This is an optimization exercise on Yosys and OpenROAD, whose aim is small area, a short achievable clock period and few clock cycles per item, not a production implementation.
In this exercise RTL edits were held to simulation tests only and were not proved equivalent to the original.

==> flow/design.v (outline; a module is shown in full before it is edited, if it fits) <==
// module classifier_top: 1693 lines
module classifier_top (
  input wire clk,
  input wire rst,
  input wire [15:0] data_in0,
  input wire [15:0] data_in1,
  input wire [15:0] data_in2,
  input wire [15:0] data_in3,
  input wire [15:0] data_in4,
  input wire [15:0] data_in5,
  input wire [15:0] data_in6,
  input wire [15:0] data_in7,
  input wire [15:0] data_in8,
  input wire [15:0] data_in9,
  input wire [15:0] data_in10,
  input wire [15:0] data_in11,
  input wire [15:0] data_in12,
  input wire [15:0] data_in13,
  input wire [15:0] data_in14,
  input wire [15:0] data_in15,
  input wire in_valid,
  output logic in_ready,
  output logic signed [39:0] score,
  output logic [1:0] score_class,
  output logic score_valid,
  output logic score_last,
  output logic [1:0] best_class,
  input wire score_ready
);
  // ...
==> flow/flow/run.sh <==
#!/bin/bash
set -euo pipefail
export BUFFER_PORTS_ARGS="-buffer_cell sky130_fd_sc_hd__buf_1"
sed -e 's/SETUP_SLACK_MARGIN=5 /SETUP_SLACK_MARGIN=5.8 /' standard.sh > standard_margin.sh
grep -q 'SETUP_SLACK_MARGIN=5.8 ' standard_margin.sh
bash standard_margin.sh > flow.log 2>&1
==> flow/standard.sh <==
#!/bin/bash
# synth_recipe.tcl (not shown) runs the flow's synth.tcl, then flattens the netlist and writes it again
# the make line also repeats each setting of config.mk as NAME=value (left out here)
make -C /OpenROAD-flow-scripts/flow DESIGN_CONFIG=/design/flow/config.mk WORK_HOME=/design/flow/orfs CLKGATE_MAP_FILE= SYNTH_SCRIPT=/design/flow/synth_recipe.tcl "${@:-finish}"
==> flow/config.mk <==
export PLATFORM = sky130hd
export DESIGN_NAME = classifier_top
export DESIGN_NICKNAME = classifier_top
export VERILOG_FILES = /design/flow/design.v
export SDC_FILE = /design/flow/constraint.sdc
export NUM_CORES = 4
export LEC_CHECK = 0
export CAP_MARGIN = 20
export CORE_MARGIN = 2
export CORE_UTILIZATION = 55
export CTS_CLUSTER_DIAMETER = 60
export CTS_CLUSTER_SIZE = 25
export SETUP_SLACK_MARGIN = 5
export SLEW_MARGIN = 20
==> flow/constraint.sdc <==
create_clock -name core_clock -period 9.0 [get_ports {clk}]
set_input_delay 1.8000 -clock core_clock [delete_from_list [all_inputs] [get_ports {clk}]]
set_output_delay 1.8000 -clock core_clock [all_outputs]
set_load 0.01 [all_outputs]
==> impl_metrics.toml, run 1 <==
[die]
num_rows = 113
dieArea_sq_um = 97900

[timing]
tightest_slew_ps = 994.4
hold_slack_ps = 354.1
setup_viol = 0
fin_worst_skew_ps = 37.70

[worst_setup_path]
crit_path_end_kind = "flop"
r2r_cells = 13
r2r_end = "sreg[20]"
cp_cell_sequence = "inv_2, fa_2, fa_1, inv_2, fa_1, ha_4, o21a_1, o211ai_1, o211ai_1, buf_4, o211ai_1, a2111o_1, o211ai_1"

[global_route]
grt_max_degree = 209

[finish]
n_antenna_cell = 0
area_delta_synth_final_pct = 11.82
stdcell_area_sq_um = 58680
final_cell_mix = "1114 x dfxtp_1, 721 x inv_1, 635 x fa_1"

[route]
wl_met1_um = 61940
drt.antenna.violating_nets = 0
vias_per_cell = 4.888
vias = 30825
drcViolationCount = 0

[synthesis]
synth_cell_types = 59
ys_seq_area_share_pct = 47.22
synth.area.mux_share_pct = 1.030
async_flop_share_pct = 2.492

[placement]
dpl.cell_count = 6113

[cts]
cts_tree = "done"

[outcome]
status = "complete, no violations"

[hold_path]
whs_endpoint = "dv2"
Testbench counts, summed over its fixed seeds: cycles 832, frames 192.
==> inputs of run 2 (changes only) <==
--- a/flow/design.v
+++ b/flow/design.v
@@ -901,27 +901,28 @@
   always_ff @(posedge clk) begin
     dp0 <= tp0;
     dp1 <= tp1;
     dp2 <= tp2;
     dn0 <= tn0;
     dn1 <= tn1;
     dn2 <= tn2;
   end
-  logic [23:0] sval, sreg;
+  logic [23:0] sreg;   
+  logic [25:0] sr0, sr1;
   logic gt;
   logic [23:0] best_val;
   logic [1:0] best_idx;
   logic [1:0] bf;
   logic [23:0] q0, q1, q2, q3;
   logic [2:0] occ;
   logic xfer;
   logic [2:0] occ_d, occ_n;
   logic [1:0] cls_n;
-  logic t727, t728, t729, t730, t731, t732, t733, t734, t735, t736, t737, t738, t739, t740, t741, t742, t743, t744, t745, t746, t747, t748, t749, t750, t751, t752, t753, t754, t755, t756, t757, t758, t759, t760, t761, t762, t763, t764, t765, t766, t767, t768, t769, t770, t771, t772, t773, t774, t775, t776, t777, t778, t779, t780, t781, t782, t783, t784, t785, t786, t787, t788, t789, t790, t791, t792, t793, t794, t795, t796, t797, t798, t799, t800, t801, t802, t803, t804, t805, t806, t807, t808, t809, t810, t811, t812, t813, t814, t815, t816, t817, t818, t819, t820, t821, t822, t823, t824, t825, t826, t827, t828, t829, t830, t831, t832, t833, t834, t835, t836, t837, t838, t839, t840, t841, t842, t843, t844, t845, t846, t847, t848, t849, t850, t851, t852, t853, t854, t855, t856, t857, t858, t859, t860, t861, t862, t863, t864, t865, t866, t867, t868, t869, t870, t871, t872, t873, t874, t875, t876, t877, t878, t879, t880, t881, t882, t883, t884, t885, t886, t887, t888, t889, t890, t891, t892, t893, t894, t895, t896, t897, t898, t899, t900, t901, t902, t903, t904, t905, t906, t907, t908, t909, t910, t911, t912, t913, t914, t915, t916, t917, t918;
+  logic t727, t728, t729, t730, t731, t732, t733, t734, t735, t736, t737, t738, t739, t740, t741, t742, t743, t744, t745, t746, t747, t748, t749, t750, t751, t752, t753, t754, t755, t756, t757, t758, t759, t760, t761, t762, t763, t764, t765, t766, t767, t768, t769, t770, t771, t772, t773, t774, t775, t776, t777, t778, t779, t780, t781, t782, t783, t784, t785, t786, t787, t788, t789, t790, t791, t792, t793, t794, t795, t796, t797, t798, t799, t800, t801, t802, t803, t804, t805, t806, t807, t808, t809, t810, t811, t812, t813, t814, t815, t816, t817, t818, t819, t820, t821, t822, t823, t824, t825, t826, t827, t828, t829, t830, t831, t832, t833, t834, t835, t836, t837, t838, t839, t840, t841, t842, t843, t844, t845, t846, t847, t848, t849, t850, t851, t852, t853, t854, t855, t856, t857, t858, t859, t860, t861, t862, t863, t864, t865, t866, t867, t868, t869, t870, t871, t872, t873, t874, t875, t876, t877, t878, t879, t880, t881, t882, t883, t884, t885, t886, t887, t888, t889, t890, t891, t892, t893, t894, t895, t896, t897, t898, t899, t900, t901, t902, t903, t904, t905, t906, t907, t908, t909, t910, t911, t912, t913, t914, t915, t916, t917, t918, t919, t920, t921, t922, t923, t924, t925, t926, t927, t928, t929, t930, t931, t932, t933, t934, t935, t936, t937, t938, t939, t940, t941, t942, t943, t944, t945, t946, t947, t948, t949, t950, t951, t952, t953, t954, t955, t956, t957, t958, t959, t960, t961, t962, t963, t964, t965, t966, t967, t968, t969, t970, t971, t972, t973, t974, t975, t976, t977, t978, t979, t980, t981, t982, t983, t984;
   assign t727 = dp0[0] ^ dp1[0] ^ dp2[0];
   assign t728 = (dp0[0] & dp1[0]) | (dp0[0] & dp2[0]) | (dp1[0] & dp2[0]);
   assign t729 = dp0[1] ^ dp1[1] ^ dp2[1];
   assign t730 = (dp0[1] & dp1[1]) | (dp0[1] & dp2[1]) | (dp1[1] & dp2[1]);
   assign t731 = ~dn0[1] ^ ~dn1[1];
   assign t732 = ~dn0[1] & ~dn1[1];
   assign t733 = dp0[2] ^ dp1[2] ^ dp2[2];
   assign t734 = (dp0[2] & dp1[2]) | (dp0[2] & dp2[2]) | (dp1[2] & dp2[2]);
@@ -1006,120 +1007,188 @@
   assign t813 = dp0[22] ^ dp1[22] ^ dp2[22];
   assign t814 = (dp0[22] & dp1[22]) | (dp0[22] & dp2[22]) | (dp1[22] & dp2[22]);
   assign t815 = ~dn0[22] ^ ~dn1[22] ^ ~dn2[22];
   assign t816 = (~dn0[22] & ~dn1[22]) | (~dn0[22] & ~dn2[22]) | (~dn1[22] & ~dn2[22]);
   assign t817 = dp0[23] ^ dp1[23] ^ dp2[23];
   assign t818 = (dp0[23] & dp1[23]) | (dp0[23] & dp2[23]) | (dp1[23] & dp2[23]);
   assign t819 = ~dn0[23] ^ ~dn1[23] ^ ~dn2[23];
   assign t820 = (~dn0[23] & ~dn1[23]) | (~dn0[23] & ~dn2[23]) | (~dn1[23] & ~dn2[23]);
-  assign t821 = t727 ^ ~dn0[0];
-  assign t822 = t727 & ~dn0[0];
-  assign t823 = t728 ^ t729 ^ t731;
-  assign t824 = (t728 & t729) | (t728 & t731) | (t729 & t731);
-  assign t825 = t730 ^ t732 ^ t733;
-  assign t826 = (t730 & t732) | (t730 & t733) | (t732 & t733);
-  assign t827 = t734 ^ t736 ^ t737;
-  assign t828 = (t734 & t736) | (t734 & t737) | (t736 & t737);
-  assign t829 = t738 ^ t740 ^ t741;
-  assign t830 = (t738 & t740) | (t738 & t741) | (t740 & t741);
-  assign t831 = t742 ^ t744 ^ t745;
-  assign t832 = (t742 & t744) | (t742 & t745) | (t744 & t745);
-  assign t833 = t746 ^ t748 ^ t749;
-  assign t834 = (t746 & t748) | (t746 & t749) | (t748 & t749);
-  assign t835 = t750 ^ t752 ^ t753;
-  assign t836 = (t750 & t752) | (t750 & t753) | (t752 & t753);
-  assign t837 = t754 ^ t756 ^ t757;
-  assign t838 = (t754 & t756) | (t754 & t757) | (t756 & t757);
-  assign t839 = t758 ^ t760 ^ t761;
-  assign t840 = (t758 & t760) | (t758 & t761) | (t760 & t761);
-  assign t841 = t762 ^ t764 ^ t765;
-  assign t842 = (t762 & t764) | (t762 & t765) | (t764 & t765);
-  assign t843 = t766 ^ t768 ^ t769;
-  assign t844 = (t766 & t768) | (t766 & t769) | (t768 & t769);
-  assign t845 = t770 ^ t772 ^ t773;
-  assign t846 = (t770 & t772) | (t770 & t773) | (t772 & t773);
-  assign t847 = t774 ^ t776 ^ t777;
-  assign t848 = (t774 & t776) | (t774 & t777) | (t776 & t777);
-  assign t849 = t778 ^ t780 ^ t781;
-  assign t850 = (t778 & t780) | (t778 & t781) | (t780 & t781);
-  assign t851 = t782 ^ t784 ^ t785;
-  assign t852 = (t782 & t784) | (t782 & t785) | (t784 & t785);
-  assign t853 = t786 ^ t788 ^ t789;
-  assign t854 = (t786 & t788) | (t786 & t789) | (t788 & t789);
-  assign t855 = t790 ^ t792 ^ t793;
-  assign t856 = (t790 & t792) | (t790 & t793) | (t792 & t793);
-  assign t857 = t794 ^ t796 ^ t797;
-  assign t858 = (t794 & t796) | (t794 & t797) | (t796 & t797);
-  assign t859 = t798 ^ t800 ^ t801;
-  assign t860 = (t798 & t800) | (t798 & t801) | (t800 & t801);
-  assign t861 = t802 ^ t804 ^ t805;
-  assign t862 = (t802 & t804) | (t802 & t805) | (t804 & t805);
-  assign t863 = t806 ^ t808 ^ t809;
-  assign t864 = (t806 & t808) | (t806 & t809) | (t808 & t809);
-  assign t865 = t810 ^ t812 ^ t813;
-  assign t866 = (t810 & t812) | (t810 & t813) | (t812 & t813);
-  assign t867 = t814 ^ t816 ^ t817;
-  assign t868 = (t814 & t816) | (t814 & t817) | (t816 & t817);
-  assign t869 = t821 ^ ~dn1[0];
-  assign t870 = t821 & ~dn1[0];
-  assign t871 = t822 ^ t823 ^ ~dn2[1];
-  assign t872 = (t822 & t823) | (t822 & ~dn2[1]) | (t823 & ~dn2[1]);
-  assign t873 = t824 ^ t825 ^ t735;
-  assign t874 = (t824 & t825) | (t824 & t735) | (t825 & t735);
-  assign t875 = t826 ^ t827 ^ t739;
-  assign t876 = (t826 & t827) | (t826 & t739) | (t827 & t739);
-  assign t877 = t828 ^ t829 ^ t743;
-  assign t878 = (t828 & t829) | (t828 & t743) | (t829 & t743);
-  assign t879 = t830 ^ t831 ^ t747;
-  assign t880 = (t830 & t831) | (t830 & t747) | (t831 & t747);
-  assign t881 = t832 ^ t833 ^ t751;
-  assign t882 = (t832 & t833) | (t832 & t751) | (t833 & t751);
-  assign t883 = t834 ^ t835 ^ t755;
-  assign t884 = (t834 & t835) | (t834 & t755) | (t835 & t755);
-  assign t885 = t836 ^ t837 ^ t759;
-  assign t886 = (t836 & t837) | (t836 & t759) | (t837 & t759);
-  assign t887 = t838 ^ t839 ^ t763;
-  assign t888 = (t838 & t839) | (t838 & t763) | (t839 & t763);
-  assign t889 = t840 ^ t841 ^ t767;
-  assign t890 = (t840 & t841) | (t840 & t767) | (t841 & t767);
-  assign t891 = t842 ^ t843 ^ t771;
-  assign t892 = (t842 & t843) | (t842 & t771) | (t843 & t771);
-  assign t893 = t844 ^ t845 ^ t775;
-  assign t894 = (t844 & t845) | (t844 & t775) | (t845 & t775);
-  assign t895 = t846 ^ t847 ^ t779;
-  assign t896 = (t846 & t847) | (t846 & t779) | (t847 & t779);
-  assign t897 = t848 ^ t849 ^ t783;
-  assign t898 = (t848 & t849) | (t848 & t783) | (t849 & t783);
-  assign t899 = t850 ^ t851 ^ t787;
-  assign t900 = (t850 & t851) | (t850 & t787) | (t851 & t787);
-  assign t901 = t852 ^ t853 ^ t791;
-  assign t902 = (t852 & t853) | (t852 & t791) | (t853 & t791);
-  assign t903 = t854 ^ t855 ^ t795;
-  assign t904 = (t854 & t855) | (t854 & t795) | (t855 & t795);
-  assign t905 = t856 ^ t857 ^ t799;
-  assign t906 = (t856 & t857) | (t856 & t799) | (t857 & t799);
-  assign t907 = t858 ^ t859 ^ t803;
-  assign t908 = (t858 & t859) | (t858 & t803) | (t859 & t803);
-  assign t909 = t860 ^ t861 ^ t807;
-  assign t910 = (t860 & t861) | (t860 & t807) | (t861 & t807);
-  assign t911 = t862 ^ t863 ^ t811;
-  assign t912 = (t862 & t863) | (t862 & t811) | (t863 & t811);
-  assign t913 = t864 ^ t865 ^ t815;
-  assign t914 = (t864 & t865) | (t864 & t815) | (t865 & t815);
-  assign t915 = t866 ^ t867 ^ t819;
-  assign t916 = (t866 & t867) | (t866 & t819) | (t867 & t819);
-  assign t917 = t868 ^ t818 ^ t820;
-  assign t918 = (t868 & t818) | (t868 & t820) | (t818 & t820);
-  logic [23:0] u0, u1;
-  assign u0 = {t914, t912, t910, t908, t906, t904, t902, t900, t898, t896, t894, t892, t890, t888, t886, t884, t882, t880, t878, t876, t874, t872, t870, t869};
-  assign u1 = {t915, t913, t911, t909, t907, t905, t903, t901, t899, t897, t895, t893, t891, t889, t887, t885, t883, t881, t879, t877, t875, t873, t871, ~dn2[0]};
+  assign t821 = dp0[24] ^ dp1[24] ^ dp2[24];
+  assign t822 = (dp0[24] & dp1[24]) | (dp0[24] & dp2[24]) | (dp1[24] & dp2[24]);
+  assign t823 = ~dn0[24] ^ ~dn1[24] ^ ~dn2[24];
+  assign t824 = (~dn0[24] & ~dn1[24]) | (~dn0[24] & ~dn2[24]) | (~dn1[24] & ~dn2[24]);
+  assign t825 = dp0[25] ^ dp1[25] ^ dp2[25];
+  assign t826 = (dp0[25] & dp1[25]) | (dp0[25] & dp2[25]) | (dp1[25] & dp2[25]);
+  assign t827 = ~dn0[25] ^ ~dn1[25] ^ ~dn2[25];
+  assign t828 = (~dn0[25] & ~dn1[25]) | (~dn0[25] & ~dn2[25]) | (~dn1[25] & ~dn2[25]);
+  assign t829 = t727 ^ ~dn0[0];
+  assign t830 = t727 & ~dn0[0];
+  assign t831 = t728 ^ t729 ^ t731;
+  assign t832 = (t728 & t729) | (t728 & t731) | (t729 & t731);
+  assign t833 = t730 ^ t732 ^ t733;
+  assign t834 = (t730 & t732) | (t730 & t733) | (t732 & t733);
+  assign t835 = t734 ^ t736 ^ t737;
+  assign t836 = (t734 & t736) | (t734 & t737) | (t736 & t737);
+  assign t837 = t738 ^ t740 ^ t741;
+  assign t838 = (t738 & t740) | (t738 & t741) | (t740 & t741);
+  assign t839 = t742 ^ t744 ^ t745;
+  assign t840 = (t742 & t744) | (t742 & t745) | (t744 & t745);
+  assign t841 = t746 ^ t748 ^ t749;
+  assign t842 = (t746 & t748) | (t746 & t749) | (t748 & t749);
+  assign t843 = t750 ^ t752 ^ t753;
+  assign t844 = (t750 & t752) | (t750 & t753) | (t752 & t753);
+  assign t845 = t754 ^ t756 ^ t757;
+  assign t846 = (t754 & t756) | (t754 & t757) | (t756 & t757);
+  assign t847 = t758 ^ t760 ^ t761;
+  assign t848 = (t758 & t760) | (t758 & t761) | (t760 & t761);
+  assign t849 = t762 ^ t764 ^ t765;
+  assign t850 = (t762 & t764) | (t762 & t765) | (t764 & t765);
+  assign t851 = t766 ^ t768 ^ t769;
+  assign t852 = (t766 & t768) | (t766 & t769) | (t768 & t769);
+  assign t853 = t770 ^ t772 ^ t773;
+  assign t854 = (t770 & t772) | (t770 & t773) | (t772 & t773);
+  assign t855 = t774 ^ t776 ^ t777;
+  assign t856 = (t774 & t776) | (t774 & t777) | (t776 & t777);
+  assign t857 = t778 ^ t780 ^ t781;
+  assign t858 = (t778 & t780) | (t778 & t781) | (t780 & t781);
+  assign t859 = t782 ^ t784 ^ t785;
+  assign t860 = (t782 & t784) | (t782 & t785) | (t784 & t785);
+  assign t861 = t786 ^ t788 ^ t789;
+  assign t862 = (t786 & t788) | (t786 & t789) | (t788 & t789);
+  assign t863 = t790 ^ t792 ^ t793;
+  assign t864 = (t790 & t792) | (t790 & t793) | (t792 & t793);
+  assign t865 = t794 ^ t796 ^ t797;
+  assign t866 = (t794 & t796) | (t794 & t797) | (t796 & t797);
+  assign t867 = t798 ^ t800 ^ t801;
+  assign t868 = (t798 & t800) | (t798 & t801) | (t800 & t801);
+  assign t869 = t802 ^ t804 ^ t805;
+  assign t870 = (t802 & t804) | (t802 & t805) | (t804 & t805);
+  assign t871 = t806 ^ t808 ^ t809;
+  assign t872 = (t806 & t808) | (t806 & t809) | (t808 & t809);
+  assign t873 = t810 ^ t812 ^ t813;
+  assign t874 = (t810 & t812) | (t810 & t813) | (t812 & t813);
+  assign t875 = t814 ^ t816 ^ t817;
+  assign t876 = (t814 & t816) | (t814 & t817) | (t816 & t817);
+  assign t877 = t818 ^ t820 ^ t821;
+  assign t878 = (t818 & t820) | (t818 & t821) | (t820 & t821);
+  assign t879 = t822 ^ t824 ^ t825;
+  assign t880 = (t822 & t824) | (t822 & t825) | (t824 & t825);
+  assign t881 = t829 ^ ~dn1[0];
+  assign t882 = t829 & ~dn1[0];
+  assign t883 = t830 ^ t831 ^ ~dn2[1];
+  assign t884 = (t830 & t831) | (t830 & ~dn2[1]) | (t831 & ~dn2[1]);
+  assign t885 = t832 ^ t833 ^ t735;
+  assign t886 = (t832 & t833) | (t832 & t735) | (t833 & t735);
+  assign t887 = t834 ^ t835 ^ t739;
+  assign t888 = (t834 & t835) | (t834 & t739) | (t835 & t739);
+  assign t889 = t836 ^ t837 ^ t743;
+  assign t890 = (t836 & t837) | (t836 & t743) | (t837 & t743);
+  assign t891 = t838 ^ t839 ^ t747;
+  assign t892 = (t838 & t839) | (t838 & t747) | (t839 & t747);
+  assign t893 = t840 ^ t841 ^ t751;
+  assign t894 = (t840 & t841) | (t840 & t751) | (t841 & t751);
+  assign t895 = t842 ^ t843 ^ t755;
+  assign t896 = (t842 & t843) | (t842 & t755) | (t843 & t755);
+  assign t897 = t844 ^ t845 ^ t759;
+  assign t898 = (t844 & t845) | (t844 & t759) | (t845 & t759);
+  assign t899 = t846 ^ t847 ^ t763;
+  assign t900 = (t846 & t847) | (t846 & t763) | (t847 & t763);
+  assign t901 = t848 ^ t849 ^ t767;
+  assign t902 = (t848 & t849) | (t848 & t767) | (t849 & t767);
+  assign t903 = t850 ^ t851 ^ t771;
+  assign t904 = (t850 & t851) | (t850 & t771) | (t851 & t771);
+  assign t905 = t852 ^ t853 ^ t775;
+  assign t906 = (t852 & t853) | (t852 & t775) | (t853 & t775);
+  assign t907 = t854 ^ t855 ^ t779;
+  assign t908 = (t854 & t855) | (t854 & t779) | (t855 & t779);
+  assign t909 = t856 ^ t857 ^ t783;
+  assign t910 = (t856 & t857) | (t856 & t783) | (t857 & t783);
+  assign t911 = t858 ^ t859 ^ t787;
+  assign t912 = (t858 & t859) | (t858 & t787) | (t859 & t787);
+  assign t913 = t860 ^ t861 ^ t791;
+  assign t914 = (t860 & t861) | (t860 & t791) | (t861 & t791);
+  assign t915 = t862 ^ t863 ^ t795;
+  assign t916 = (t862 & t863) | (t862 & t795) | (t863 & t795);
+  assign t917 = t864 ^ t865 ^ t799;
+  assign t918 = (t864 & t865) | (t864 & t799) | (t865 & t799);
+  assign t919 = t866 ^ t867 ^ t803;
+  assign t920 = (t866 & t867) | (t866 & t803) | (t867 & t803);
+  assign t921 = t868 ^ t869 ^ t807;
+  assign t922 = (t868 & t869) | (t868 & t807) | (t869 & t807);
+  assign t923 = t870 ^ t871 ^ t811;
+  assign t924 = (t870 & t871) | (t870 & t811) | (t871 & t811);
+  assign t925 = t872 ^ t873 ^ t815;
+  assign t926 = (t872 & t873) | (t872 & t815) | (t873 & t815);
+  assign t927 = t874 ^ t875 ^ t819;
+  assign t928 = (t874 & t875) | (t874 & t819) | (t875 & t819);
+  assign t929 = t876 ^ t877 ^ t823;
+  assign t930 = (t876 & t877) | (t876 & t823) | (t877 & t823);
+  assign t931 = t878 ^ t879 ^ t827;
+  assign t932 = (t878 & t879) | (t878 & t827) | (t879 & t827);
+  assign t933 = sr0[0] ^ sr1[0];
+  assign t934 = sr0[0] & sr1[0];
+  assign t935 = sr0[1] ^ sr1[1] ^ ~best_val[1];
+  assign t936 = (sr0[1] & sr1[1]) | (sr0[1] & ~best_val[1]) | (sr1[1] & ~best_val[1]);
+  assign t937 = sr0[2] ^ sr1[2] ^ ~best_val[2];
+  assign t938 = (sr0[2] & sr1[2]) | (sr0[2] & ~best_val[2]) | (sr1[2] & ~best_val[2]);
+  assign t939 = sr0[3] ^ sr1[3] ^ ~best_val[3];
+  assign t940 = (sr0[3] & sr1[3]) | (sr0[3] & ~best_val[3]) | (sr1[3] & ~best_val[3]);
+  assign t941 = sr0[4] ^ sr1[4] ^ ~best_val[4];
+  assign t942 = (sr0[4] & sr1[4]) | (sr0[4] & ~best_val[4]) | (sr1[4] & ~best_val[4]);
+  assign t943 = sr0[5] ^ sr1[5] ^ ~best_val[5];
+  assign t944 = (sr0[5] & sr1[5]) | (sr0[5] & ~best_val[5]) | (sr1[5] & ~best_val[5]);
+  assign t945 = sr0[6] ^ sr1[6] ^ ~best_val[6];
+  assign t946 = (sr0[6] & sr1[6]) | (sr0[6] & ~best_val[6]) | (sr1[6] & ~best_val[6]);
+  assign t947 = sr0[7] ^ sr1[7] ^ ~best_val[7];
+  assign t948 = (sr0[7] & sr1[7]) | (sr0[7] & ~best_val[7]) | (sr1[7] & ~best_val[7]);
+  assign t949 = sr0[8] ^ sr1[8] ^ ~best_val[8];
+  assign t950 = (sr0[8] & sr1[8]) | (sr0[8] & ~best_val[8]) | (sr1[8] & ~best_val[8]);
+  assign t951 = sr0[9] ^ sr1[9] ^ ~best_val[9];
+  assign t952 = (sr0[9] & sr1[9]) | (sr0[9] & ~best_val[9]) | (sr1[9] & ~best_val[9]);
+  assign t953 = sr0[10] ^ sr1[10] ^ ~best_val[10];
+  assign t954 = (sr0[10] & sr1[10]) | (sr0[10] & ~best_val[10]) | (sr1[10] & ~best_val[10]);
+  assign t955 = sr0[11] ^ sr1[11] ^ ~best_val[11];
+  assign t956 = (sr0[11] & sr1[11]) | (sr0[11] & ~best_val[11]) | (sr1[11] & ~best_val[11]);
+  assign t957 = sr0[12] ^ sr1[12] ^ ~best_val[12];
+  assign t958 = (sr0[12] & sr1[12]) | (sr0[12] & ~best_val[12]) | (sr1[12] & ~best_val[12]);
+  assign t959 = sr0[13] ^ sr1[13] ^ ~best_val[13];
+  assign t960 = (sr0[13] & sr1[13]) | (sr0[13] & ~best_val[13]) | (sr1[13] & ~best_val[13]);
+  assign t961 = sr0[14] ^ sr1[14] ^ ~best_val[14];
+  assign t962 = (sr0[14] & sr1[14]) | (sr0[14] & ~best_val[14]) | (sr1[14] & ~best_val[14]);
+  assign t963 = sr0[15] ^ sr1[15] ^ ~best_val[15];
+  assign t964 = (sr0[15] & sr1[15]) | (sr0[15] & ~best_val[15]) | (sr1[15] & ~best_val[15]);
+  assign t965 = sr0[16] ^ sr1[16] ^ ~best_val[16];
+  assign t966 = (sr0[16] & sr1[16]) | (sr0[16] & ~best_val[16]) | (sr1[16] & ~best_val[16]);
+  assign t967 = sr0[17] ^ sr1[17] ^ ~best_val[17];
+  assign t968 = (sr0[17] & sr1[17]) | (sr0[17] & ~best_val[17]) | (sr1[17] & ~best_val[17]);
+  assign t969 = sr0[18] ^ sr1[18] ^ ~best_val[18];
+  assign t970 = (sr0[18] & sr1[18]) | (sr0[18] & ~best_val[18]) | (sr1[18] & ~best_val[18]);
+  assign t971 = sr0[19] ^ sr1[19] ^ ~best_val[19];
+  assign t972 = (sr0[19] & sr1[19]) | (sr0[19] & ~best_val[19]) | (sr1[19] & ~best_val[19]);
+  assign t973 = sr0[20] ^ sr1[20] ^ ~best_val[20];
+  assign t974 = (sr0[20] & sr1[20]) | (sr0[20] & ~best_val[20]) | (sr1[20] & ~best_val[20]);
+  assign t975 = sr0[21] ^ sr1[21] ^ ~best_val[21];
+  assign t976 = (sr0[21] & sr1[21]) | (sr0[21] & ~best_val[21]) | (sr1[21] & ~best_val[21]);
+  assign t977 = sr0[22] ^ sr1[22] ^ ~best_val[22];
+  assign t978 = (sr0[22] & sr1[22]) | (sr0[22] & ~best_val[22]) | (sr1[22] & ~best_val[22]);
+  assign t979 = sr0[23] ^ sr1[23] ^ ~best_val[23];
+  assign t980 = (sr0[23] & sr1[23]) | (sr0[23] & ~best_val[23]) | (sr1[23] & ~best_val[23]);
+  assign t981 = sr0[24] ^ sr1[24] ^ ~best_val[23];
+  assign t982 = (sr0[24] & sr1[24]) | (sr0[24] & ~best_val[23]) | (sr1[24] & ~best_val[23]);
+  assign t983 = sr0[25] ^ sr1[25] ^ ~best_val[23];
+  assign t984 = (sr0[25] & sr1[25]) | (sr0[25] & ~best_val[23]) | (sr1[25] & ~best_val[23]);
+  logic [25:0] u0, u1, v0, v1;
+  assign u0 = {t930, t928, t926, t924, t922, t920, t918, t916, t914, t912, t910, t908, t906, t904, t902, t900, t898, t896, t894, t892, t890, t888, t886, t884, t882, t881};
+  assign u1 = {t931, t929, t927, t925, t923, t921, t919, t917, t915, t913, t911, t909, t907, t905, t903, t901, t899, t897, t895, t893, t891, t889, t887, t885, t883, ~dn2[0]};
+  assign v0 = {t982, t980, t978, t976, t974, t972, t970, t968, t966, t964, t962, t960, t958, t956, t954, t952, t950, t948, t946, t944, t942, t940, t938, t936, t934, t933};
+  assign v1 = {t983, t981, t979, t977, t975, t973, t971, t969, t967, t965, t963, t961, t959, t957, t955, t953, t951, t949, t947, t945, t943, t941, t939, t937, t935, ~best_val[0]};
   logic [23:0] ks_g0, ks_p0;
-  assign ks_g0 = u0 & u1;
-  assign ks_p0 = u0 ^ u1;
+  assign ks_g0 = sr0[23:0] & sr1[23:0];
+  assign ks_p0 = sr0[23:0] ^ sr1[23:0];
   logic [23:0] ks_g1, ks_p1;
   assign ks_g1[0] = ks_g0[0];
   assign ks_p1[0] = ks_p0[0];
   assign ks_g1[1] = ks_g0[1] | (ks_p0[1] & ks_g0[0]);
   assign ks_p1[1] = ks_p0[1] & ks_p0[0];
   assign ks_g1[2] = ks_g0[2] | (ks_p0[2] & ks_g0[1]);
   assign ks_p1[2] = ks_p0[2] & ks_p0[1];
   assign ks_g1[3] = ks_g0[3] | (ks_p0[3] & ks_g0[2]);
@@ -1359,23 +1428,20 @@
   assign ks_g5[22] = ks_g4[22] | (ks_p4[22] & ks_g4[6]);
   assign ks_p5[22] = ks_p4[22] & ks_p4[6];
   assign ks_g5[23] = ks_g4[23] | (ks_p4[23] & ks_g4[7]);
   assign ks_p5[23] = ks_p4[23] & ks_p4[7];
   logic [24:0] ks_c;
   assign ks_c = {ks_g5, 1'b0};
   logic [23:0] ks_s;
   assign ks_s = ks_p0 ^ ks_c[23:0];
-  assign sval = ks_s;
-  logic [23:0] nbest;
-  assign nbest = ~best_val;
-  logic [23:0] kc_g0, kc_p0;
-  assign kc_g0 = sreg & nbest;
-  assign kc_p0 = sreg ^ nbest;
-  logic [23:0] kc_g1, kc_p1;
+  logic [24:0] kc_g0, kc_p0;
+  assign kc_g0 = v0[24:0] & v1[24:0];
+  assign kc_p0 = v0[24:0] ^ v1[24:0];
+  logic [24:0] kc_g1, kc_p1;
   assign kc_g1[0] = kc_g0[0];
   assign kc_p1[0] = kc_p0[0];
   assign kc_g1[1] = kc_g0[1] | (kc_p0[1] & kc_g0[0]);
   assign kc_p1[1] = kc_p0[1] & kc_p0[0];
   assign kc_g1[2] = kc_g0[2] | (kc_p0[2] & kc_g0[1]);
   assign kc_p1[2] = kc_p0[2] & kc_p0[1];
   assign kc_g1[3] = kc_g0[3] | (kc_p0[3] & kc_g0[2]);
   assign kc_p1[3] = kc_p0[3] & kc_p0[2];
@@ -1414,17 +1480,19 @@
   assign kc_g1[20] = kc_g0[20] | (kc_p0[20] & kc_g0[19]);
   assign kc_p1[20] = kc_p0[20] & kc_p0[19];
   assign kc_g1[21] = kc_g0[21] | (kc_p0[21] & kc_g0[20]);
   assign kc_p1[21] = kc_p0[21] & kc_p0[20];
   assign kc_g1[22] = kc_g0[22] | (kc_p0[22] & kc_g0[21]);
   assign kc_p1[22] = kc_p0[22] & kc_p0[21];
   assign kc_g1[23] = kc_g0[23] | (kc_p0[23] & kc_g0[22]);
   assign kc_p1[23] = kc_p0[23] & kc_p0[22];
-  logic [23:0] kc_g2, kc_p2;
+  assign kc_g1[24] = kc_g0[24] | (kc_p0[24] & kc_g0[23]);
+  assign kc_p1[24] = kc_p0[24] & kc_p0[23];
+  logic [24:0] kc_g2, kc_p2;
   assign kc_g2[0] = kc_g1[0];
   assign kc_p2[0] = kc_p1[0];
   assign kc_g2[1] = kc_g1[1];
   assign kc_p2[1] = kc_p1[1];
   assign kc_g2[2] = kc_g1[2] | (kc_p1[2] & kc_g1[0]);
   assign kc_p2[2] = kc_p1[2] & kc_p1[0];
   assign kc_g2[3] = kc_g1[3] | (kc_p1[3] & kc_g1[1]);
   assign kc_p2[3] = kc_p1[3] & kc_p1[1];
@@ -1463,17 +1531,19 @@
   assign kc_g2[20] = kc_g1[20] | (kc_p1[20] & kc_g1[18]);
   assign kc_p2[20] = kc_p1[20] & kc_p1[18];
   assign kc_g2[21] = kc_g1[21] | (kc_p1[21] & kc_g1[19]);
   assign kc_p2[21] = kc_p1[21] & kc_p1[19];
   assign kc_g2[22] = kc_g1[22] | (kc_p1[22] & kc_g1[20]);
   assign kc_p2[22] = kc_p1[22] & kc_p1[20];
   assign kc_g2[23] = kc_g1[23] | (kc_p1[23] & kc_g1[21]);
   assign kc_p2[23] = kc_p1[23] & kc_p1[21];
-  logic [23:0] kc_g3, kc_p3;
+  assign kc_g2[24] = kc_g1[24] | (kc_p1[24] & kc_g1[22]);
+  assign kc_p2[24] = kc_p1[24] & kc_p1[22];
+  logic [24:0] kc_g3, kc_p3;
   assign kc_g3[0] = kc_g2[0];
   assign kc_p3[0] = kc_p2[0];
   assign kc_g3[1] = kc_g2[1];
   assign kc_p3[1] = kc_p2[1];
   assign kc_g3[2] = kc_g2[2];
   assign kc_p3[2] = kc_p2[2];
   assign kc_g3[3] = kc_g2[3];
   assign kc_p3[3] = kc_p2[3];
@@ -1512,17 +1582,19 @@
   assign kc_g3[20] = kc_g2[20] | (kc_p2[20] & kc_g2[16]);
   assign kc_p3[20] = kc_p2[20] & kc_p2[16];
   assign kc_g3[21] = kc_g2[21] | (kc_p2[21] & kc_g2[17]);
   assign kc_p3[21] = kc_p2[21] & kc_p2[17];
   assign kc_g3[22] = kc_g2[22] | (kc_p2[22] & kc_g2[18]);
   assign kc_p3[22] = kc_p2[22] & kc_p2[18];
   assign kc_g3[23] = kc_g2[23] | (kc_p2[23] & kc_g2[19]);
   assign kc_p3[23] = kc_p2[23] & kc_p2[19];
-  logic [23:0] kc_g4, kc_p4;
+  assign kc_g3[24] = kc_g2[24] | (kc_p2[24] & kc_g2[20]);
+  assign kc_p3[24] = kc_p2[24] & kc_p2[20];
+  logic [24:0] kc_g4, kc_p4;
   assign kc_g4[0] = kc_g3[0];
   assign kc_p4[0] = kc_p3[0];
   assign kc_g4[1] = kc_g3[1];
   assign kc_p4[1] = kc_p3[1];
   assign kc_g4[2] = kc_g3[2];
   assign kc_p4[2] = kc_p3[2];
   assign kc_g4[3] = kc_g3[3];
   assign kc_p4[3] = kc_p3[3];
@@ -1561,17 +1633,19 @@
   assign kc_g4[20] = kc_g3[20] | (kc_p3[20] & kc_g3[12]);
   assign kc_p4[20] = kc_p3[20] & kc_p3[12];
   assign kc_g4[21] = kc_g3[21] | (kc_p3[21] & kc_g3[13]);
   assign kc_p4[21] = kc_p3[21] & kc_p3[13];
   assign kc_g4[22] = kc_g3[22] | (kc_p3[22] & kc_g3[14]);
   assign kc_p4[22] = kc_p3[22] & kc_p3[14];
   assign kc_g4[23] = kc_g3[23] | (kc_p3[23] & kc_g3[15]);
   assign kc_p4[23] = kc_p3[23] & kc_p3[15];
-  logic [23:0] kc_g5, kc_p5;
+  assign kc_g4[24] = kc_g3[24] | (kc_p3[24] & kc_g3[16]);
+  assign kc_p4[24] = kc_p3[24] & kc_p3[16];
+  logic [24:0] kc_g5, kc_p5;
   assign kc_g5[0] = kc_g4[0];
   assign kc_p5[0] = kc_p4[0];
   assign kc_g5[1] = kc_g4[1];
   assign kc_p5[1] = kc_p4[1];
   assign kc_g5[2] = kc_g4[2];
   assign kc_p5[2] = kc_p4[2];
   assign kc_g5[3] = kc_g4[3];
   assign kc_p5[3] = kc_p4[3];
@@ -1610,20 +1684,26 @@
   assign kc_g5[20] = kc_g4[20] | (kc_p4[20] & kc_g4[4]);
   assign kc_p5[20] = kc_p4[20] & kc_p4[4];
   assign kc_g5[21] = kc_g4[21] | (kc_p4[21] & kc_g4[5]);
   assign kc_p5[21] = kc_p4[21] & kc_p4[5];
   assign kc_g5[22] = kc_g4[22] | (kc_p4[22] & kc_g4[6]);
   assign kc_p5[22] = kc_p4[22] & kc_p4[6];
   assign kc_g5[23] = kc_g4[23] | (kc_p4[23] & kc_g4[7]);
   assign kc_p5[23] = kc_p4[23] & kc_p4[7];
-  logic [24:0] kc_c;
+  assign kc_g5[24] = kc_g4[24] | (kc_p4[24] & kc_g4[8]);
+  assign kc_p5[24] = kc_p4[24] & kc_p4[8];
+  logic [25:0] kc_c;
   assign kc_c = {kc_g5, 1'b0};
-  assign gt = !(sreg[23] ^ nbest[23] ^ kc_c[24]);
-  always_ff @(posedge clk) sreg <= sval;
+  assign sreg = ks_s;
+  assign gt = !(v0[25] ^ v1[25] ^ kc_c[25]);
+  always_ff @(posedge clk) begin
+    sr0 <= u0;
+    sr1 <= u1;
+  end
   assign xfer = score_valid && score_ready;
   assign occ_d = occ + {2'b00, dv2};
   assign occ_n = xfer ? occ_d - 3'd1 : occ_d;
   assign cls_n = xfer ? score_class + 2'd1 : score_class;
   always_ff @(posedge clk) begin
     if (dv2) begin
       if (dcls2 == 2'd0 || gt) begin
         best_val <= sreg;
==> flow/flow/run.sh (replaced) <==
#!/bin/bash
set -euo pipefail
export BUFFER_PORTS_ARGS="-buffer_cell sky130_fd_sc_hd__buf_1"
sed -e 's/SETUP_SLACK_MARGIN=5 /SETUP_SLACK_MARGIN=6.1 /' standard.sh > standard_margin.sh
grep -q 'SETUP_SLACK_MARGIN=6.1 ' standard_margin.sh
bash standard_margin.sh > flow.log 2>&1
==> impl_metrics.toml, run 2 <==
[outcome]
status = "complete, no violations"

[finish]
fill_cells = 8164
fin_nets = 6424
top_regs = "acc (320), hold (320), xr (256)"
multi_input_area_sq_um = 25810
drive_above_1_share_pct = 10.74
area_delta_synth_final_pct = 12.46
final_common_cell = "dfxtp_1"
final_cell_mix = "1104 x dfxtp_1, 825 x inv_1, 612 x nand2_1"
register_area_sq_um = 25330

[die]
initial_utilization_pct = 55.42
dieArea_sq_um = 101600
die_y_um = 318.7
num_rows = 115
core_area_sq_um = 98280
ios = 307
die_x_um = 318.7

[cts]
cts-root-buf = "clkbuf_16"
clkTransAtPathRegs_ps = 70
cts.path.max_buffers = 3
cts_max_level = 3
clock_latency_ps = 710
clock_sinks = 1228
holdBufCountCts = 0
cts-buffers-inserted = 94
cts_tree = "done"

[synthesis]
yosysWarnings = 6
syn_area_per_cell_sq_um = 10.69
synth_edf_count = 52
yosys_register_bits = 1228
async_flop_share_pct = 2.443
synth_nets = 6160
netlist_area_sq_um = 54470
synth_flop_cell = "dfxtp_1"
synth_cell_types = 62
ys_seq_area_share_pct = 46.37
ys_top_cells_by_area = "dfxtp_1 42%, fa_1 25%, inv_1 6.1%, and2_1 5.2%, nand2_1 4.2%"
yosys-top-cells-count = "1146 x dfxtp_1, 887 x inv_1, 677 x fa_1, 612 x nand2_1, 450 x and2_1"
syn_inst = 5094
yosys.area.top_type = "dfxtp_1"
netlist.area_leader.share_pct = 42.12
synth.most_common_cell = "dfxtp_1"

[global_route]
antenna_found_initial = 7
grt_pass1_vias = 34095
grt_usage_pct = 27.51
grt_max_degree = 243
grt_remaining_overflow = 0
grt_first_pass_wirelength_um = 206200

[worst_setup_path]
r2r_setup_slack_ps = 5820
slowest_delay_ps = 430
crit_path_end_kind = "output pin"
crit_fanout = 17
critical_path_class = "flop to output pin"
critPathArrivalTime_ps = 1390
crit_required_ps = 7200
cpMaxStageDelayCell = "edfxtp_1"
crit_path_start_kind = "flop"
cp_cell_sequence = "buf_12, buf_1"

[timing]
fin_worst_skew_ps = 51.98
timing.fmax_mhz = 313.9
setup_viol = 0
slew_violations = 0
tightest_slew_ps = 1126
finalSetupTns_ps = 0
slew_headroom_pct = 24.68
period_share_pct = 35.39
final_hold_viol_count = 0
worst_slack_ps = 5814
rsz0062_at_grt = "true"
finalCriticalPeriod_ps = 3186
hold_slack_ps = 349.8

[hold_path]
hold_class = "flop to flop"

[placement]
finalWeightedCongestion = 0.9410
dp_hpwl_um = 105600
pre_cts_ws_ps = 4814
io_buffer_count = 306

[route]
wl_um = 138800
drcViolationCount = 0
drt.antenna.violating_nets = 0
dr.pass1.iters = 5
wl_per_cell_um = 20.62
vias = 33235
drt_iter0_drc = 2587
vias_per_cell = 4.939

[job]
maxCapViolations = 0
==> run 2: cell types whose count changed after synthesis, sizes merged, moves of 9 or more <==
| cell | delta |
|---|---|
| a211oi | +30 |
| a21oi | +150 |
| buf | -64 |
| clkbuf | +90 |
| dfxtp | +24 |
| fa | +23 |
| inv | +145 |
| mux2 | -48 |
| nor2 | +83 |
| o211ai | +9 |
| o21ai | -33 |
| o22ai | -45 |
==> run 2: layout make-up <==
class	instances	area share (%)
Clock buffer	102	4.045
Timing Repair Buffer	359	2.848
Timing Repair inverter	1	0.01838
Multi-Input combinational cell	2786	42.13
Inverter	888	5.509
Clock inverter	74	1.456
Sequential cell	1228	41.35
Tap cell	1287	2.629
Antenna cell	4	0.01634
==> run 2: final timing paths <==
check / from / endpoint / depth (start not counted)
worst max-delay path: q0[23] / score[24] / 2
worst min-delay path: dcls1[0] / dcls2[0] / 0
worst max register to register: sr0[1] / best_val[7] / 13
worst min register to register: dcls1[0] / dcls2[0] / 0
max in group asynchronous: rst / zr / 3
min in group asynchronous: rst / cnt[0] / 3
==> run 2: kinds of logic after synthesis <==
group / synth area share (%)
flops: 46.37
fa+ha+maj: 27.85
compound gates: 4.989
simple gates: 12.32
buf+inv: 7.627
mux: 0.01838
other cells: 0.006885
xor+xnor: 0.8224
==> run 2: per-layer routing <==
layer / vias up / share of wire (%) / global-route usage (%)
li1: 15782 / - / -
met5: - / 0 / 0
met1: 16313 / 47 / 40.42
met4: 0 / 2.6 / 7.709
met2: 988 / 43 / 40.59
met3: 152 / 8.2 / 6.830
==> run 2: timing repair <==
action	in CTS	in global routing
cloned	5	2
resized for setup	189	177
pin swaps	74	87
setup buffers	20	11
endpoints found under the setup margin	368	498
==> run 2: through the flow <==
| stage | util (%) | instance area [sq um] | cells |
|---|---|---|---|
| floorplan | - | 54580 | 5094 |
| global placement | 57.67 | 56680 | 6510 |
| detailed placement | 57.68 | 56690 | 6511 |
| CTS | 61.79 | 60730 | 6712 |
| global route | 62.32 | 61240 | 6725 |
| finish | 62.33 | 61250 | 6729 |
==> run 2: critical path: cells and delay by family (launching register included) <==
kind / cells / cell delay (ps)
buffers and inverters: 2 / 290
flip-flops: 1 / 430
Testbench counts of run 2, summed over its fixed seeds: cycles 832, frames 192.
==> inputs of run 3 (changes only) <==
==> flow/flow/run.sh (replaced) <==
#!/bin/bash
set -euo pipefail
export BUFFER_PORTS_ARGS="-buffer_cell sky130_fd_sc_hd__buf_1"
sed -e 's/SETUP_SLACK_MARGIN=5 /SETUP_SLACK_MARGIN=5.8 /' standard.sh > standard_margin.sh
grep -q 'SETUP_SLACK_MARGIN=5.8 ' standard_margin.sh
bash standard_margin.sh > flow.log 2>&1
--- a/flow/config.mk
+++ b/flow/config.mk
@@ -7,7 +7,7 @@
 export LEC_CHECK = 0
 export CAP_MARGIN = 20
 export CORE_MARGIN = 2
-export CORE_UTILIZATION = 55
+export CORE_UTILIZATION = 65
 export CTS_CLUSTER_DIAMETER = 60
 export CTS_CLUSTER_SIZE = 25
 export SETUP_SLACK_MARGIN = 5
==> impl_metrics.toml, run 3 <==
[timing]
finalSetupTns_ps = 0
slew_violations = 0
timing.fmax_mhz = 310.0
rsz0062_at_grt = "true"
tightest_slew_ps = 1012
slew_headroom_pct = 32.25
final_hold_viol_count = 0
finalCriticalPeriod_ps = 3226
setup_viol = 0
fin_worst_skew_ps = 40.28
period_share_pct = 35.85

[route]
vias = 33162
wl_um = 132700
vias_per_cell = 5.119
wl_per_cell_um = 20.48
drt_iter0_drc = 2389
drcViolationCount = 0
dr.pass1.iters = 5
drt.antenna.violating_nets = 0

[synthesis]
synth_edf_count = 52
async_flop_share_pct = 2.443
ys_seq_area_share_pct = 46.37
yosys-top-cells-count = "1146 x dfxtp_1, 887 x inv_1, 677 x fa_1, 612 x nand2_1, 450 x and2_1"
synth.most_common_cell = "dfxtp_1"
netlist_area_sq_um = 54470
synth_flop_cell = "dfxtp_1"
ys_top_cells_by_area = "dfxtp_1 42%, fa_1 25%, inv_1 6.1%, and2_1 5.2%, nand2_1 4.2%"
yosys_register_bits = 1228
netlist.area_leader.share_pct = 42.12
yosysWarnings = 6
syn_inst = 5094
yosys.area.top_type = "dfxtp_1"
syn_area_per_cell_sq_um = 10.69
synth_nets = 6160
synth_cell_types = 62

[worst_setup_path]
crit_required_ps = 9430
crit_path_start_kind = "flop"
critPathArrivalTime_ps = 3660
crit_fanout = 7
cp-startpoint = "sr0[1]"
critical_path_class = "flop to flop"
r2r_setup_slack_ps = 5770
r2r_end = "best_val[20]"
endpoint = "best_val[20]"
crit_path_end_kind = "flop"
reg2reg_from = "sr0[1]"
r2r_cells = 14

[finish]
fin_nets = 6395
final_common_cell = "dfxtp_1"
fill_cells = 6255
final_cell_mix = "1139 x dfxtp_1, 880 x inv_1, 668 x fa_1"
drive_above_1_share_pct = 4.615
top_regs = "acc (320), hold (320), xr (256)"
area_delta_synth_final_pct = 9.726

[die]
dieArea_sq_um = 86130
ios = 307
die_x_um = 293.5
initial_utilization_pct = 65.39
die_y_um = 293.5
num_rows = 106
core_area_sq_um = 83290

[hold_path]
worstHoldStart = "dv1"
hold_class = "flop to flop"

[cts]
cts_tree = "done"
cts-buffers-inserted = 84
cts.path.max_buffers = 3
cts_max_level = 3
holdBufCountCts = 0
clock_sinks = 1228
clkTransAtPathRegs_ps = 100
clock_latency_ps = 680
cts-root-buf = "clkbuf_16"

[outcome]
status = "complete, no violations"

[placement]
dp_hpwl_um = 102600
finalWeightedCongestion = 0.9266
io_buffer_count = 306

[global_route]
grt_first_pass_wirelength_um = 201500
grt_max_degree = 143
grt_usage_pct = 31.86
grt_pass1_vias = 33934
grt_remaining_overflow = 0
antenna_found_initial = 3

[job]
maxCapViolations = 0
==> run 3: cell counts after synthesis <==
No cell type changed its count.
==> run 3: metal layers <==
metal | GRT usage (%) | routed length (um) | vias up
met5 | 0 | 18 | -
li1 | - | - | 15688
met1 | 45.99 | 58840 | 16270
met3 | 9.349 | 13000 | 146
met4 | 6.757 | 2597 | 2
met2 | 48.26 | 58210 | 1056
==> run 3: layout make-up <==
| type | instances | area (sq um) | area share, % |
|---|---|---|---|
| diodes | 2 | 5.005 | 0.008374 |
| clock buffers | 90 | 2155 | 3.605 |
| clock inverters | 63 | 815.8 | 1.365 |
| inverters | 888 | 3338 | 5.586 |
| multi-input cells | 2786 | 25270 | 42.28 |
| flip-flops and latches | 1228 | 25270 | 42.27 |
| well taps | 1080 | 1351 | 2.261 |
| repair buffers | 341 | 1565 | 2.619 |
==> run 3: worst min-delay path by stage <==
stage | endpoint | cells after the start | slack, ps
2_1_floorplan | dn2[0] | 0 | 330
3_3_place_gp | dcls2[1] | 0 | 330
3_5_place_dp | dv2 | 0 | 340
4_1_cts | dv2 | 0 | 360
5_1_grt | dcls2[0] | 0 | 370
6_report | dv2 | 0 | 360
==> run 3: repair_timing <==
| item | in CTS | in global routing |
|---|---|---|
| setup buffers | 8 | 3 |
| cloned | 5 | 0 |
| endpoints found under the setup margin | 467 | 331 |
| resized for setup | 31 | 32 |
| pin swaps | 13 | 16 |
==> run 3: metrics by stage <==
step                cell area [sq um]  hold slack [ps]  cells  setup slack (ps)  util [%]
floorplan                       54480            330.6   5094              5804         -
global placement                56380            332.8   6306              4897     67.69
detailed placement              56380            336.5   6306              4866     67.69
CTS                             59640            359.3   6472              5706     71.61
global route                    59760            366.6   6476              5642     71.75
finish                          59760            356.3   6478              5774     71.76
==> run 3: logic make-up after synthesis <==
| logic type | after synthesis | synth area share, % |
|---|---|---|
| compound gates | 474 | 4.989 |
| other cells | 1 | 0.006885 |
| mux | 1 | 0.01838 |
| flops | 1228 | 46.37 |
| xor+xnor | 49 | 0.8224 |
| buf+inv | 1084 | 7.627 |
| simple gates | 1451 | 12.32 |
| fa+ha+maj | 806 | 27.85 |
==> run 3: critical path: stages (launching register included) <==
cell and delay [ps]:
dfxtp_2 340, inv_2 40, fa_1 530, inv_1 40, ha_1 270, and3b_1 180
o21a_1 160, o21a_1 170, o211ai_1 250, a21boi_2 120, o21ai_2 180, a21oi_4 100
a2bb2oi_4 220, o21a_4 240, buf_12 140
==> inputs of run 4 (changes only) <==
--- a/flow/config.mk
+++ b/flow/config.mk
@@ -7,7 +7,7 @@
 export LEC_CHECK = 0
 export CAP_MARGIN = 20
 export CORE_MARGIN = 2
-export CORE_UTILIZATION = 65
+export CORE_UTILIZATION = 55
 export CTS_CLUSTER_DIAMETER = 60
 export CTS_CLUSTER_SIZE = 25
 export SETUP_SLACK_MARGIN = 5
==> impl_metrics.toml, run 4 <==
[synthesis]
synth_flop_cell = "dfxtp_1"
async_flop_share_pct = 2.443
ys_seq_area_share_pct = 46.37
yosys.area.top_type = "dfxtp_1"
syn_area_per_cell_sq_um = 10.69
synth_cell_types = 62
yosys-top-cells-count = "1146 x dfxtp_1, 887 x inv_1, 677 x fa_1, 612 x nand2_1, 450 x and2_1"
synth_nets = 6160
yosys_register_bits = 1228
netlist.area_leader.share_pct = 42.12
synth.most_common_cell = "dfxtp_1"
netlist_area_sq_um = 54470
yosysWarnings = 6
syn_inst = 5094
ys_top_cells_by_area = "dfxtp_1 42%, fa_1 25%, inv_1 6.1%, and2_1 5.2%, nand2_1 4.2%"
synth_edf_count = 52

[finish]
final_cell_mix = "1141 x dfxtp_1, 883 x inv_1, 674 x fa_1"
fin_nets = 6400
stdcell_area_sq_um = 60350
drive_above_1_share_pct = 4.765
fin_util_pct = 61.41
area_delta_synth_final_pct = 10.81
top_regs = "acc (320), hold (320), xr (256)"
final_common_cell = "dfxtp_1"

[timing]
period_share_pct = 35.64
tightest_slew_ps = 1073
finalSetupTns_ps = 0
setup_viol = 0
final_hold_viol_count = 0
finalCriticalPeriod_ps = 3208
slew_headroom_pct = 28.21
worst_slack_ps = 5792
timing.fmax_mhz = 311.7
rsz0062_at_grt = "true"
fin_worst_skew_ps = 27.40
slew_violations = 0

[worst_setup_path]
crit_path_end_kind = "flop"
crit_family = "compound AO/OA/AOI/OAI gates"
path_buf_inv = 1
critPathArrivalTime_ps = 3620
cpMaxStageDelayCell = "fa_1"
crit_required_ps = 9410
crit_top_cell = "o21a_1"
critical_path_class = "flop to flop"
slowest_delay_ps = 550
cp_cell_sequence = "fa_1, inv_1, ha_1, and3b_1, o21a_1, o21a_1, o211ai_1, a21boi_2, o21ai_2, a21oi_4, a2bb2oi_4, o21a_4"
crit_fanout = 7
crit_path_start_kind = "flop"

[route]
wl_per_cell_um = 20.14
drt_iter0_drc = 2624
drcViolationCount = 0
dr.pass1.iters = 7
vias_per_cell = 4.937
vias = 33090
wl_um = 135000
drt.antenna.violating_nets = 0

[job]
maxCapViolations = 0

[cts]
cts-buffers-inserted = 94
cts_max_level = 3
cts.path.max_buffers = 3
cts-root-buf = "clkbuf_16"
holdBufCountCts = 0
clock_sinks = 1228
cts_tree = "done"
clkTransAtPathRegs_ps = 80
clock_latency_ps = 690

[hold_path]
hold_class = "flop to flop"

[outcome]
status = "complete, no violations"

[die]
num_rows = 115
dieArea_sq_um = 101600
ios = 307
core_area_sq_um = 98280
die_x_um = 318.7
die_y_um = 318.7
initial_utilization_pct = 55.42

[placement]
dpl_cell_area_sq_um = 56650
finalWeightedCongestion = 0.9057
io_buffer_count = 306
dp_hpwl_um = 104100
pre_cts_ws_ps = 5013

[global_route]
antenna_found_initial = 6
grt_pass1_vias = 33433
grt_max_degree = 164
grt_first_pass_wirelength_um = 204800
grt_remaining_overflow = 0
grt_usage_pct = 27.13
-- run 4: worst paths after layout --
kind / cells past startpoint / end / slack [ps] / startpoint
setup / recovery: 12 / best_val[6] / 5790 / best_val[1]
hold / removal: 0 / dcls2[1] / 350 / dcls1[1]
setup reg to reg: 12 / best_val[6] / 5790 / best_val[1]
hold reg to reg: 0 / dcls2[1] / 350 / dcls1[1]
max in group asynchronous: 3 / zr / 7530 / rst
min in group asynchronous: 3 / score_last / 1150 / rst
-- run 4: what timing repair did --
item                                    CTS  global route
buffers inserted                          2             5
cloned                                    4             1
resized for setup                        24            30
hold endpoints to repair                  0             0
pin swaps                                 7            14
endpoints found under the setup margin  346           412
-- run 4: kinds of logic after synthesis --
kind of cell	share of synthesized area, %
DFF	46.37
and+or+nand+nor	12.32
adders and majority gates	27.85
xor gates and xnor gates	0.8224
other	0.006885
buffers and inverters	7.627
AOI/OAI and AO/OA	4.989
muxes	0.01838
-- run 4: layout make-up --
type,instances,area [sq um]
Inverter,888,3341
Antenna cell,2,5.005
Fill cell,8249,37920
Multi-Input combinational cell,2786,25270
Tap cell,1287,1610
Sequential cell,1228,25270
Timing Repair Buffer,336,1471
Clock buffer,101,2452
Clock inverter,75,940.9
-- run 4: through the flow --
stage,instances,hold WS [ps]
2_1_floorplan,5094,330.6
3_3_place_gp,6512,334.5
6_report,6703,352.1
3_5_place_dp,6512,336.5
4_1_cts,6694,355.2
5_1_grt,6702,358.2
-- run 4: layer usage --
metal,vias to the layer above,track usage [%],share of wire [%]
li1,15724,-,-
met1,16310,42.22,48
met2,944,40.35,43
met3,112,4.331,6.8
met4,0,5.182,1.6
met5,-,0,0

[port drivers added, routing unchanged]
The results above use ideal ports. As a check the final layouts listed here were re-extracted and re-timed, cells and wires unchanged. Step 1, drivers: a clkbuf_16 drives clk and a buf_2 each remaining input, both assumed. Step 2 adds t to the input delays and takes it off the output delays; t is the mean of the earliest and latest rising clock arrival at the registers after step 1. Input paths then give back, and output paths get back, about the clock's delay inside the block. Slacks: ideal / step 1 / step 2; pairs: ideal / step 1.
run	t, ns	slack for setup (ns)	worst data-port slew with drivers (ns)
run 1	0.742	5.440 / 5.440 / 5.255	0.07
run 2	0.754	5.814 / 5.741 / 5.532	0.07
run 3	0.736	5.774 / 5.740 / 5.391	0.07
run 4	0.748	5.792 / 5.734 / 5.211	0.09
After both steps every run listed still meets setup and hold. For run 4, which loses most, drivers alone change the setup slack by -0.058 ns; drivers and shift together by -0.581 ns.
